Source: an optimization exercise on an open RTL-to-GDS flow (aim: small area and a short achievable clock period). Production flows keep margins and buffers that such runs may drop.
Where RTL was checked, it was by simulation tests only, not by an equivalence proof against the original.
Power figures rest on the tool's default switching activity, not on a simulated workload.

Design fc_layer, start of the top module:
module fc_layer (
    input  logic        clk,
    input  logic        rstn,
    input  logic        r_valid,
    input  logic [31:0] in_data,
    output logic        t_valid,
    output logic [31:0] out_data
);
    logic [3:0] cnt;
    logic       w_first, w_second, w_weight, w_bias;
    assign w_first  = r_valid && (cnt == 4'd2 || cnt == 4'd4 || cnt == 4'd6 || cnt == 4'd8);
    assign w_second = r_valid && (cnt == 4'd3 || cnt == 4'd5 || cnt == 4'd7 || cnt == 4'd9);
    assign w_weight = w_first || w_second;
    assign w_bias   = r_valid && (cnt == 4'd10);
    logic       start0;   
    logic       fin0;     
    logic       sb0;      
    logic [1:0] nid0;     
    always_ff @(posedge clk or negedge rstn) begin
        if (!rstn) begin
            cnt <= '0;
            sb0 <= 1'b0;
        end else begin
            if (r_valid) cnt <= (cnt == 4'd10) ? 4'd0 : cnt + 4'd1;
            sb0 <= w_bias;
        end
    end
    always_ff @(posedge clk) begin
        start0 <= w_first;
        fin0   <= w_second && (cnt != 4'd9);
        nid0   <= cnt[2:1] - 2'd1;
    end
    logic [31:0] feat_p, feat_q;
    always_ff @(posedge clk) begin
        if (r_valid && (cnt == 4'd0 || cnt >= 4'd3))
            feat_p <= (cnt == 4'd0) ? in_data : (cnt == 4'd10) ? 32'h0100_0000 : feat_q;
        if (r_valid && (cnt == 4'd1 || (cnt >= 4'd3 && cnt <= 4'd9)))
            feat_q <= (cnt == 4'd1) ? in_data : feat_p;
    end
    logic [3:0] neg0, one0, two0, neg1, one1, two1, neg2, one2, two2, neg3, one3, two3;
    for (genvar k = 0; k < 4; k++) begin : g_enc
        logic [8:0] wx;
        logic [3:0] ng, on, tw;
        logic [3:0] ng_q, on_q, tw_q;
        assign wx = {in_data[8*k +: 8], 1'b0};
        for (genvar m = 0; m < 4; m++) begin : g_dig
            assign ng[m] = wx[2*m+2];
            assign on[m] = wx[2*m+1] ^ wx[2*m];
            assign tw[m] = (wx[2*m+2] & ~wx[2*m+1] & ~wx[2*m]) | (~wx[2*m+2] & wx[2*m+1] & wx[2*m]);
        end
        always_ff @(posedge clk) begin
            ng_q <= ng & {4{r_valid}};
            on_q <= on & {4{r_valid}};
            tw_q <= tw & {4{r_valid}};
        end
    end
    assign {neg0, one0, two0} = {g_enc[0].ng_q, g_enc[0].on_q, g_enc[0].tw_q};
    assign {neg1, one1, two1} = {g_enc[1].ng_q, g_enc[1].on_q, g_enc[1].tw_q};
  ...
Size in the first run: roughly 360 flip-flops, roughly 21000 sq um of cells after synthesis.
Settings: LEC_CHECK=0, CAP_MARGIN=20, CORE_MARGIN=2, CORE_UTILIZATION=65, CTS_CLUSTER_DIAMETER=100, CTS_CLUSTER_SIZE=20, SLEW_MARGIN=20; clock period 8.0 ns.
standard.sh (not shown) runs the stock make flow with config.mk's settings and CLKGATE_MAP_FILE= SYNTH_SCRIPT=/design/flow/synth_recipe.tcl, a recipe that flattens the netlist after the stock synthesis.
==> flow/flow/run.sh <==
#!/bin/bash
# Standard layout, with strong buffers on the ports, sizing free to change a
# cell's footprint, and timing repair aiming 5.4 ns past the 8 ns clock. The
# make output goes to flow_make.log here; each ORFS step keeps its own log
# under orfs/logs.
set -euo pipefail
bash standard.sh \
    BUFFER_PORTS_ARGS="-buffer_cell sky130_fd_sc_hd__buf_4" \
    MATCH_CELL_FOOTPRINT=0 \
    SETUP_SLACK_MARGIN=5.4 \
    finish > flow_make.log 2>&1
Change:
--- a/flow/design.v
+++ b/flow/design.v
@@ -26,22 +26,21 @@
             sb0 <= w_bias;
         end
     end
     always_ff @(posedge clk) begin
         start0 <= w_first;
         fin0   <= w_second && (cnt != 4'd9);
         nid0   <= cnt[2:1] - 2'd1;
     end
-    logic [31:0] feat_p, feat_q;
+    logic [31:0] feat_a, feat_b, feat_p;
     always_ff @(posedge clk) begin
-        if (r_valid && (cnt == 4'd0 || cnt >= 4'd3))
-            feat_p <= (cnt == 4'd0) ? in_data : (cnt == 4'd10) ? 32'h0100_0000 : feat_q;
-        if (r_valid && (cnt == 4'd1 || (cnt >= 4'd3 && cnt <= 4'd9)))
-            feat_q <= (cnt == 4'd1) ? in_data : feat_p;
+        if (r_valid && cnt == 4'd0) feat_a <= in_data;
+        if (r_valid && cnt == 4'd1) feat_b <= in_data;
+        feat_p <= (cnt == 4'd10) ? 32'h0100_0000 : cnt[0] ? feat_b : feat_a;
     end
     logic [3:0] neg0, one0, two0, neg1, one1, two1, neg2, one2, two2, neg3, one3, two3;
     for (genvar k = 0; k < 4; k++) begin : g_enc
         logic [8:0] wx;
         logic [3:0] ng, on, tw;
         logic [3:0] ng_q, on_q, tw_q;
         assign wx = {in_data[8*k +: 8], 1'b0};
         for (genvar m = 0; m < 4; m++) begin : g_dig
@@ -925,32 +924,33 @@
             end
         end
     end
     function automatic logic [7:0] sat(input logic signed [11:0] z);
         if (z > 12'sd127) sat = 8'h7f;
         else if (z < -12'sd128) sat = 8'h80;
         else sat = z[7:0];
     endfunction
-    logic [7:0] cand_dn [3];
-    logic [7:0] cand_eq [3];
-    logic [7:0] cand_up [3];
+    logic [7:0] res [3];
     logic [2:0] bias_co, bias_neg;
     for (genvar j = 0; j < 3; j++) begin : g_fin
         logic [8:0] lo_sum;
-        assign cand_dn[j] = sat({held_h[j][10], held_h[j]} - 12'd1);
-        assign cand_eq[j] = sat({held_h[j][10], held_h[j]});
-        assign cand_up[j] = sat({held_h[j][10], held_h[j]} + 12'd1);
-        assign lo_sum     = {1'b0, held_l[j]} + {1'b0, bias_b[j]};
+        logic [7:0] u;
+        logic       at_top, at_bot;
+        assign u      = sat({held_h[j][10], held_h[j]});
+        assign at_top = (held_h[j] > 11'sd126) || (held_h[j] < -11'sd128);
+        assign at_bot = (held_h[j] > 11'sd127) || (held_h[j] < -11'sd127);
+        assign lo_sum = {1'b0, held_l[j]} + {1'b0, bias_b[j]};
         always_ff @(posedge clk) begin
             if (sb0) begin
                 bias_co[j]  <= lo_sum[8];
                 bias_neg[j] <= bias_b[j][7];
             end
         end
+        assign res[j] = (bias_co[j] && !bias_neg[j] && !at_top) ? u + 8'd1 :
+                        (!bias_co[j] && bias_neg[j] && !at_bot) ? u - 8'd1 : u;
     end
     always_ff @(posedge clk) begin
         for (int j = 0; j < 3; j++)
-            out_data[31-8*j -: 8] <= bias_co[j] ? (bias_neg[j] ? cand_eq[j] : cand_up[j])
-                                                : (bias_neg[j] ? cand_dn[j] : cand_eq[j]);
+            out_data[31-8*j -: 8] <= res[j];
         out_data[7:0] <= (tot_hi > 11'sd127) ? 8'h7f : (tot_hi < -11'sd128) ? 8'h80 : tot_hi[7:0];
     end
 endmodule
The new run completed with no timing, DRC or antenna violations.
Critical path depth falls by 5.
Sequential power grows by about 3%.
Maximum frequency is higher by 2.6%.
Power grows by 3.5%.
Via count fell by 10%.
Non-clock buffer count goes down by 48.
Sequential cell count grows by 32.
Worst setup slack improves by 0.068 ns.
Synthesized cell count decreases by 6.6%.
Design area falls by 3.2%.
First-iteration DRC count drops by 0.40%.
Cell count came out lower by 6.3%.
Combinational power came out higher by about 3%.
Global-route usage goes down by 1.7 points.
For the first run of this note, only the layout was checked, not whether the RTL still works.

* * *

fc_layer, a different RTL version from the one above (not shown whole).
Size: about 68 I/O pins.
Design fc_layer, start of the top module:
module fc_layer (
    input  logic        clk,
    input  logic        rstn,
    input  logic        r_valid,
    input  logic [31:0] in_data,
    output logic        t_valid,
    output logic [31:0] out_data
);
export LEC_CHECK = 0
export CAP_MARGIN = 20
export CORE_MARGIN = 2
export CORE_UTILIZATION = 58
export CTS_CLUSTER_DIAMETER = 100
export CTS_CLUSTER_SIZE = 20
export SLEW_MARGIN = 20
create_clock -name core_clock -period 8.0 [get_ports {clk}]
Scripts as last shown in full above: flow/flow/run.sh
The baseline produced a clean layout.
Edit:
--- a/flow/design.v
+++ b/flow/design.v
@@ -870,27 +870,25 @@
     wire s723 = x722 ^ acc_ck[18];
     wire s724 = c718 ^ s723;
     always_ff @(posedge clk) begin
         acc_s <= {c721, c715, c707, c698, c686, c671, c656, c638, c620, c602, c584, c566, c551, c539, c527, c518, s515, s507, acc_ck[0]};
         acc_c <= {s724, s720, s714, s706, s697, s685, s670, s655, s637, s619, s601, s583, s565, s550, s538, s526, s517, s509, s504};
     end
-    logic       fin1, sb1, fin2, sb2, sb3;
+    logic       fin1, sb1, fin2, sb2;
     logic [1:0] nid1, nid2;
     always_ff @(posedge clk or negedge rstn) begin
         if (!rstn) begin
             sb1     <= 1'b0;
             sb2     <= 1'b0;
-            sb3     <= 1'b0;
         end else begin
             sb1     <= sb0;
             sb2     <= sb1;
-            sb3     <= sb2;
         end
     end
     always_ff @(posedge clk) begin
-        t_valid <= sb3;
+        t_valid <= sb2;
         keep1 <= !start0;
         fin1  <= fin0;
         nid1  <= nid0;
         fin2  <= fin1;
         nid2  <= nid1;
     end
@@ -929,14 +927,12 @@
                 bias_neg[j] <= bias_b[j][7];
             end
         end
         assign res[j] = (bias_co[j] && !bias_neg[j] && !at_top) ? u + 8'd1 :
                         (!bias_co[j] && bias_neg[j] && !at_bot) ? u - 8'd1 : u;
     end
-    logic signed [10:0] tot_hq;
-    always_ff @(posedge clk) tot_hq <= tot_hi;
     always_ff @(posedge clk) begin
         for (int j = 0; j < 3; j++)
             out_data[31-8*j -: 8] <= res[j];
-        out_data[7:0] <= (tot_hq > 11'sd127) ? 8'h7f : (tot_hq < -11'sd128) ? 8'h80 : tot_hq[7:0];
+        out_data[7:0] <= (tot_hi > 11'sd127) ? 8'h7f : (tot_hi < -11'sd128) ? 8'h80 : tot_hi[7:0];
     end
 endmodule
Hold slack stays flat.
Sequential share of layout area stays flat.
Sequential cell count came out lower by 12.
Worst setup slack got worse by 89 ps.
Routed wire length came out lower by about 4.4%.
Power came out higher by 2.7%.
Die area came out lower by 3.2%.
Core utilization barely changes.
Critical path depth came out lower by 2.
Cell area came out lower by 2.8%.
Cell count came out lower by 4.6%.
No functional check of the RTL was part of any run of this note.

* * *

fc_layer, a different RTL version from the one above (not shown whole).
For scale: about 1900 cells after synthesis, about 350 flip-flops, roughly 68 I/O pins, about 21000 µm² of cells after synthesis.
Settings: LEC_CHECK=0, ABC_CLOCK_PERIOD_IN_PS=2500, CAP_MARGIN=20, CORE_MARGIN=2, CORE_UTILIZATION=40, SETUP_SLACK_MARGIN=5, SLEW_MARGIN=20; clock period 8.0 ns.
run.sh (not shown) runs the stock make flow with config.mk's settings and CLKGATE_MAP_FILE= SYNTH_SCRIPT=/design/flow/synth_recipe.tcl, a recipe that flattens the netlist after the stock synthesis.
Stock flow here: none of the scripts above is used.
The first run went through all stages and came out clean.
Rerun with:
--- a/flow/design.v
+++ b/flow/design.v
@@ -913,43 +913,45 @@
             fin2    <= fin1;
             sb2     <= sb1;
             nid2    <= nid1;
             t_valid <= sb2;
         end
     end
     logic [18:0] tot;
     assign tot = acc_s + acc_c;
     logic signed [10:0] tot_hi;
+    logic signed [8:0]  tot_hc;
     assign tot_hi = tot[18:8];
-    logic signed [10:0] held_h [3];
-    logic [7:0]         held_l [3];
+    assign tot_hc = (tot_hi > 11'sd128) ? 9'sd128 : (tot_hi < -11'sd129) ? -9'sd129 : tot_hi[8:0];
+    logic signed [8:0] held_h [3];
+    logic [7:0]        held_l [3];
     always_ff @(posedge clk) begin
         for (int j = 0; j < 3; j++) begin
             if (fin2 && nid2 == 2'(j)) begin
-                held_h[j] <= tot_hi;
+                held_h[j] <= tot_hc;
                 held_l[j] <= tot[7:0];
             end
         end
     end
-    function automatic logic [7:0] sat(input logic signed [11:0] z);
-        if (z > 12'sd127) sat = 8'h7f;
-        else if (z < -12'sd128) sat = 8'h80;
+    function automatic logic [7:0] sat(input logic signed [9:0] z);
+        if (z > 10'sd127) sat = 8'h7f;
+        else if (z < -10'sd128) sat = 8'h80;
         else sat = z[7:0];
     endfunction
     logic [7:0] cand_dn [3];
     logic [7:0] cand_eq [3];
     logic [7:0] cand_up [3];
     logic [2:0] bias_co;
     for (genvar j = 0; j < 3; j++) begin : g_fin
         logic [8:0] lo_sum;
-        assign cand_dn[j] = sat($signed({held_h[j][10], held_h[j]}) - 12'sd1);
-        assign cand_eq[j] = sat($signed({held_h[j][10], held_h[j]}));
-        assign cand_up[j] = sat($signed({held_h[j][10], held_h[j]}) + 12'sd1);
+        assign cand_dn[j] = sat($signed({held_h[j][8], held_h[j]}) - 10'sd1);
+        assign cand_eq[j] = sat($signed({held_h[j][8], held_h[j]}));
+        assign cand_up[j] = sat($signed({held_h[j][8], held_h[j]}) + 10'sd1);
         assign lo_sum     = {1'b0, held_l[j]} + {1'b0, bias_b[j]};
         assign bias_co[j] = lo_sum[8];
     end
     always_ff @(posedge clk) begin
         if (sb0) begin
             for (int j = 0; j < 3; j++)
                 out_data[31-8*j -: 8] <= (bias_co[j] == bias_b[j][7]) ? cand_eq[j] :
                                          bias_co[j] ? cand_up[j] : cand_dn[j];
         end
- The changed run completed with no timing, DRC or antenna violations
- flip-flop and latch count decreases by 6
- clock skew is higher by 0.0049 ns
- maximum frequency came out lower by 2.1%
- design area goes up by 1.5%
- area after synthesis grows by 0.94%
- clock power is about the same
No run of this note included a check of the RTL's function; only the layout flow was run.

* * *

run D:
fc_layer with an RTL version that a note above also has.
Size: ~1800 cells after synthesis, ~0.020 mm2 of cells after synthesis.
export LEC_CHECK = 0
export CAP_MARGIN = 20
export CORE_MARGIN = 2
export CORE_UTILIZATION = 65
export CTS_CLUSTER_DIAMETER = 100
export CTS_CLUSTER_SIZE = 20
export SLEW_MARGIN = 20
create_clock -name core_clock -period 8.0 [get_ports {clk}]
standard.sh (not shown) runs the stock make flow with config.mk's settings and CLKGATE_MAP_FILE= SYNTH_SCRIPT=/design/flow/synth_recipe.tcl, a recipe that flattens the netlist after the stock synthesis.
Scripts as last shown in full above: flow/flow/run.sh
### run D -> run C
--- a/flow/design.v
+++ b/flow/design.v
@@ -864,37 +864,39 @@
     wire s717 = x716 ^ acc_ck[17];
     wire c718 = (pa17_0 & acc_sk[17]) | (acc_ck[17] & x716);
     wire x719 = c710 ^ s717;
     wire s720 = x719 ^ c713;
     wire c721 = (c710 & s717) | (c713 & x719);
     wire x722 = 1'b1 ^ acc_sk[18];
     wire s723 = x722 ^ acc_ck[18];
     wire s724 = c718 ^ s723;
     always_ff @(posedge clk) begin
         acc_s <= {c721, c715, c707, c698, c686, c671, c656, c638, c620, c602, c584, c566, c551, c539, c527, c518, s515, s507, acc_ck[0]};
         acc_c <= {s724, s720, s714, s706, s697, s685, s670, s655, s637, s619, s601, s583, s565, s550, s538, s526, s517, s509, s504};
     end
-    logic       fin1, sb1, fin2, sb2;
+    logic       fin1, sb1, fin2, sb2, sb3;
     logic [1:0] nid1, nid2;
     always_ff @(posedge clk or negedge rstn) begin
         if (!rstn) begin
             sb1     <= 1'b0;
             sb2     <= 1'b0;
+            sb3     <= 1'b0;
         end else begin
             sb1     <= sb0;
             sb2     <= sb1;
+            sb3     <= sb2;
         end
     end
     always_ff @(posedge clk) begin
-        t_valid <= sb2;
+        t_valid <= sb3;
         keep1 <= !start0;
         fin1  <= fin0;
         nid1  <= nid0;
         fin2  <= fin1;
         nid2  <= nid1;
     end
     logic [18:0] tot;
     assign tot = acc_s + acc_c;
     logic signed [10:0] tot_hi;
     assign tot_hi = tot[18:8];
     logic signed [10:0] held_h [3];
     logic [7:0]         held_l [3];
@@ -921,18 +923,20 @@
         assign at_top = (held_h[j] > 11'sd126) || (held_h[j] < -11'sd128);
         assign at_bot = (held_h[j] > 11'sd127) || (held_h[j] < -11'sd127);
         assign lo_sum = {1'b0, held_l[j]} + {1'b0, bias_b[j]};
         always_ff @(posedge clk) begin
             if (sb0) begin
                 bias_co[j]  <= lo_sum[8];
                 bias_neg[j] <= bias_b[j][7];
             end
         end
         assign res[j] = (bias_co[j] && !bias_neg[j] && !at_top) ? u + 8'd1 :
                         (!bias_co[j] && bias_neg[j] && !at_bot) ? u - 8'd1 : u;
     end
+    logic signed [10:0] tot_hq;
+    always_ff @(posedge clk) tot_hq <= tot_hi;
     always_ff @(posedge clk) begin
         for (int j = 0; j < 3; j++)
             out_data[31-8*j -: 8] <= res[j];
-        out_data[7:0] <= (tot_hi > 11'sd127) ? 8'h7f : (tot_hi < -11'sd128) ? 8'h80 : tot_hi[7:0];
+        out_data[7:0] <= (tot_hq > 11'sd127) ? 8'h7f : (tot_hq < -11'sd128) ? 8'h80 : tot_hq[7:0];
     end
 endmodule
Notes after the runs:
- Sequential share of layout area ends up lower on run D.
- Compared with run D, run C shows number of post-CTS setup repair buffers lower by 5.
- Compare run D and run C | setup slack at placement lower: run C
- Area share of fa/ha/maj cells after synthesis for run C is lower than for run D.
- Diff run D -> run C: clock latency on the worst-skew pair barely changed; routed wire length climbed about 9%.
Function was not checked in any run of this note: the RTL went through the layout flow alone.

==> afterwards: timing with drivers on the ports <==
The results above use ideal ports. As a check the final layouts listed here were re-extracted and re-timed, cells and wires unchanged.
Step 1, drivers: a clkbuf_16 drives clk and a buf_2 each remaining input, both assumed.
Step 2, shift: input delay + t, output delay - t, t = (earliest + latest rising clock arrival at the registers) / 2. This alone moves slack from input paths to output paths.
Slacks: ideal / step 1 / step 2; pairs: ideal / step 1.
run	t (ns)	setup WS [ns]	latest minus earliest clock arrival (ns)	slew at the worst register clock pin (ns)	pins driven straight from the clock port
the first run of note 1	0.592	5.344 / 5.344 / 5.084	0.024 / 0.024	0.09 / 0.09	1
the second run of note 1	0.593	5.412 / 5.358 / 4.983	0.023 / 0.023	0.09 / 0.09	1
the first run of note 2	0.603	5.389 / 5.351 / 4.903	0.023 / 0.023	0.09 / 0.09	1
the second run of note 2	0.585	5.300 / 5.300 / 5.010	0.017 / 0.017	0.09 / 0.09	1
the first run of note 3	0.631	5.051 / 5.051 / 4.642	0.023 / 0.023	0.06 / 0.06	1
the second run of note 3	0.623	4.987 / 4.987 / 4.641	0.030 / 0.029	0.06 / 0.06	1
run D	0.584	5.256 / 5.256 / 4.969	0.030 / 0.030	0.09 / 0.09	1
run C	0.589	5.392 / 5.363 / 4.924	0.022 / 0.023	0.09 / 0.09	1
After both steps every run listed still meets setup and hold. The setup slack of the first run of note 2, which loses most, moves by -0.038 ns with the drivers and by -0.486 ns with both steps.
